This is an optimization exercise on Yosys and OpenROAD, whose aim is small area and a short achievable clock period, not a production implementation. In this exercise RTL edits were held to simulation tests only and were not proved equivalent to the original. Power and IR drop assume default switching activity.

// mem_responder
module mem_responder #(
    parameter int DEPTH_WORDS = 64,
    parameter int WAIT_STATES = 2,
    parameter int ADDR_W      = 32
) (
    input  logic              clk,
    input  logic              reset,
    input  logic              req,
    input  logic              we,
    input  logic [ADDR_W-1:0] addr,
    input  logic [mem_pkg::WORD_W-1:0] wdata,
    input  logic [mem_pkg::BE_W-1:0]   be,
    output logic [mem_pkg::WORD_W-1:0] rdata,
    output logic              ready,
    output logic              err,
    output logic              busy
);
Size: roughly 3700 cells after synthesis, ~2200 flip-flops, about 110 I/O pins, about 77000 sq um of cells after synthesis.
clock: 5.0 ns
lec_check: 0
cap_margin: 20
core_margin: 2
core_utilization: 55
cts_buf_list: sky130_fd_sc_hd__clkbuf_16
cts_cluster_diameter: 100
cts_cluster_size: 20
setup_slack_margin: 2.75
slew_margin: 20
synth_hierarchical: 1
synth_minimum_keep_size: 0
run.sh (not shown) runs the stock make flow with config.mk's settings and CLKGATE_MAP_FILE= SYNTH_SCRIPT=/design/flow/synth_recipe.tcl, a recipe that flattens the netlist after the stock synthesis.
The starting point completed without violations.
Change:
CORE_UTILIZATION = 68   (was 55)
PLACE_DENSITY = 0.76   (was unset)
SETUP_SLACK_MARGIN = 3.0   (was 2.75)
After rerunning: Worst setup slack got worse by 110 ps; power grows slightly; cell area went up slightly; non-clock buffer count came out higher by 89; routed wire length is lower by a few percent; first-iteration DRC count is higher by about a fifth; register-to-register slack got worse by 140 ps; sequential cell count stays the same; global-route usage increases by 5.6 points; via count rises by a few percent; sequential power barely changes.
Change:
CORE_UTILIZATION = 55   (was 68)
PLACE_DENSITY = unset   (was 0.76)
SETUP_SLACK_MARGIN = 2.6   (was 3.0)
What happened:
- The new run completed without violations
- final area went down slightly
- clock-buffer cell count went down by 3
- total power fell slightly
- hold slack gains 11 ps
- setup slack gets worse by 38 ps
Change:
SETUP_SLACK_MARGIN = 3.0   (was 2.6)
Outcome:
- The changed run produced a clean layout
- area after synthesis stays the same
- first-iteration DRC count increases by a few percent
- setup slack improved by 160 ps
- global-route usage went up by 0.61 points
- sequential share of layout area drops by 1.5 points
- die area stays the same
- final area grows by a few percent
- critical path depth goes down by 4
- power came out higher slightly
- synthesized cell count does not change
Change:
CAP_MARGIN = 10   (was 20)
SLEW_MARGIN = 10   (was 20)
Fmax decreases by 0.77%.
Core utilization increases by 0.25 points.
Flip-flop and latch count stays the same.
Cell count increases by about 0.37%.
Non-clock buffer count increases by 22.
Worst hold slack improves by 12 ps.
Design area increases by about 0.4%.
Area after synthesis is unchanged.
Wire length increases by about 1.8%.
Clock-buffer cell count does not change.

========
Another version of the RTL of mem_responder (not shown whole).
Size: about 3600 cells after synthesis, about 2200 flip-flops, roughly 110 I/O pins, about 77000 sq um of cells after synthesis.
make LEC_CHECK=0 CAP_MARGIN=20 CORE_MARGIN=2 CORE_UTILIZATION=48 CTS_BUF_LIST=sky130_fd_sc_hd__clkbuf_16 CTS_CLUSTER_DIAMETER=100 CTS_CLUSTER_SIZE=25 SETUP_SLACK_MARGIN=3.0 SLEW_MARGIN=20 SYNTH_HIERARCHICAL=1 SYNTH_MINIMUM_KEEP_SIZE=0 finish   # period 5.0 ns
The starting point finished clean.
Next try:
--- a/flow/config.mk
+++ b/flow/config.mk
@@ -8,9 +8,9 @@
 export CAP_MARGIN = 20
 export CORE_MARGIN = 2
-export CORE_UTILIZATION = 48
+export CORE_UTILIZATION = 55
 export CTS_BUF_LIST = sky130_fd_sc_hd__clkbuf_16
 export CTS_CLUSTER_DIAMETER = 100
 export CTS_CLUSTER_SIZE = 25
-export SETUP_SLACK_MARGIN = 3.0
+export SETUP_SLACK_MARGIN = 3.3
 export SLEW_MARGIN = 20
 export SYNTH_HIERARCHICAL = 1
Worst setup slack improves by 0.015 ns.
Count of clock-buffer cells in the layout stays the same.
Total power is lower slightly.
Routed wire length rises by a few percent.
Via count rises slightly.
Cell count went down by a few percent.
Die area falls by roughly a tenth.
Global-route usage grows by 4.2 points.
First-iteration DRC count climbs by about a fifth.
Sequential share of layout area decreases by 0.31 points.
Next try:
--- a/flow/config.mk
+++ b/flow/config.mk
@@ -8,9 +8,10 @@
 export CAP_MARGIN = 20
 export CORE_MARGIN = 2
-export CORE_UTILIZATION = 55
+export CORE_UTILIZATION = 60
 export CTS_BUF_LIST = sky130_fd_sc_hd__clkbuf_16
 export CTS_CLUSTER_DIAMETER = 100
 export CTS_CLUSTER_SIZE = 25
-export SETUP_SLACK_MARGIN = 3.3
+export PLACE_DENSITY = 0.66
+export SETUP_SLACK_MARGIN = 3.0
 export SLEW_MARGIN = 20
 export SYNTH_HIERARCHICAL = 1
What happened: Synthesized area stays the same. Sequential share of layout area is higher by 0.11 points. Die area is lower by 8.2%. Cell count is lower by 1.9%. Global-route usage is higher by 4.1 points. Critical path depth stays the same. Worst setup slack loses 0.033 ns. Clock skew is higher by 0.0041 ns.

========
Setup of the baseline:
mem_responder, a different RTL version from the one above (not shown whole).
Size in the first run: ~3,600 cells after synthesis, about 2,200 flip-flops, roughly 110 I/O pins, ~77,000 µm² of cells after synthesis.
export LEC_CHECK = 0
export CAP_MARGIN = 20
export CORE_MARGIN = 2
export CORE_UTILIZATION = 55
export CTS_BUF_LIST = sky130_fd_sc_hd__clkbuf_16
export CTS_CLUSTER_DIAMETER = 100
export CTS_CLUSTER_SIZE = 20
export SETUP_SLACK_MARGIN = 3.0
export SLEW_MARGIN = 20
export SYNTH_HIERARCHICAL = 1
export SYNTH_MINIMUM_KEEP_SIZE = 0
create_clock -name core_clock -period 5.0 [get_ports {clk}]
Per the final summary, the baseline finished and its layout is clean on timing, DRC and antenna.
What the candidate does differently from the baseline at the input level:
Settings: changing CTS_CLUSTER_SIZE from 20 to 25.
==> comparison <==
The candidate: final core area utilization is 0.76 points lower than what the baseline reported. The candidate against the baseline; total length of routed met3 wires is down by more than 10%. NOTE: via count of the first global-routing pass in the candidate falls short of that of the baseline. Between the baseline and the candidate, the met3 usage in global routing figures differ only marginally. The candidate: sequential share of layout area 0.93 points above the baseline. First-pass GRT wire length went down slightly going from the baseline to the candidate. The candidate finished every stage and its layout cleared the timing, DRC and antenna checks. The candidate vs the baseline: maximum frequency up slightly. Fraction of area in multi-input gates (higher): the candidate. | synthesized area | the candidate vs the baseline | ≈ equal |.

==> port drivers added, routing unchanged <==
The results above use ideal ports. As a check the final layouts listed here were re-extracted and re-timed, cells and wires unchanged.
Step 1 assumes that a clkbuf_16 drives the clock port and a buf_2 every other input.
Step 2 adds t to the input delays and takes it off the output delays; t is the mean of the earliest and latest rising clock arrival at the registers after step 1. Input paths then give back, and output paths get back, about the clock's delay inside the block.
Slacks: ideal ports / drivers / drivers and shift; pairs: ideal ports / drivers.
run	t (ns)	slack for setup (ns)	slew at the worst register clock pin (ns)	cell pins on the clock port's net
the first run of note 1	0.841	2.650 / 2.568 / 2.555	0.09 / 0.09	1
the second run of note 1	0.818	2.542 / 2.542 / 2.464	0.10 / 0.10	1
the third run of note 1	0.844	2.504 / 2.504 / 2.504	0.09 / 0.09	1
the fourth run of note 1	0.837	2.667 / 2.586 / 2.553	0.09 / 0.09	1
the fifth run of note 1	0.841	2.649 / 2.566 / 2.494	0.09 / 0.09	1
the first run of note 2	0.814	2.747 / 2.674 / 2.313	0.10 / 0.10	1
the second run of note 2	0.798	2.762 / 2.688 / 2.526	0.10 / 0.10	1
the third run of note 2	0.809	2.729 / 2.653 / 2.233	0.10 / 0.10	1
the baseline	0.830	2.727 / 2.650 / 2.170	0.09 / 0.09	1
the candidate	0.806	2.760 / 2.681 / 2.245	0.10 / 0.10	1
After both steps setup and hold are still met in every run listed. The setup slack of the baseline, which loses most, moves by -0.077 ns with the drivers and by -0.557 ns with both steps.
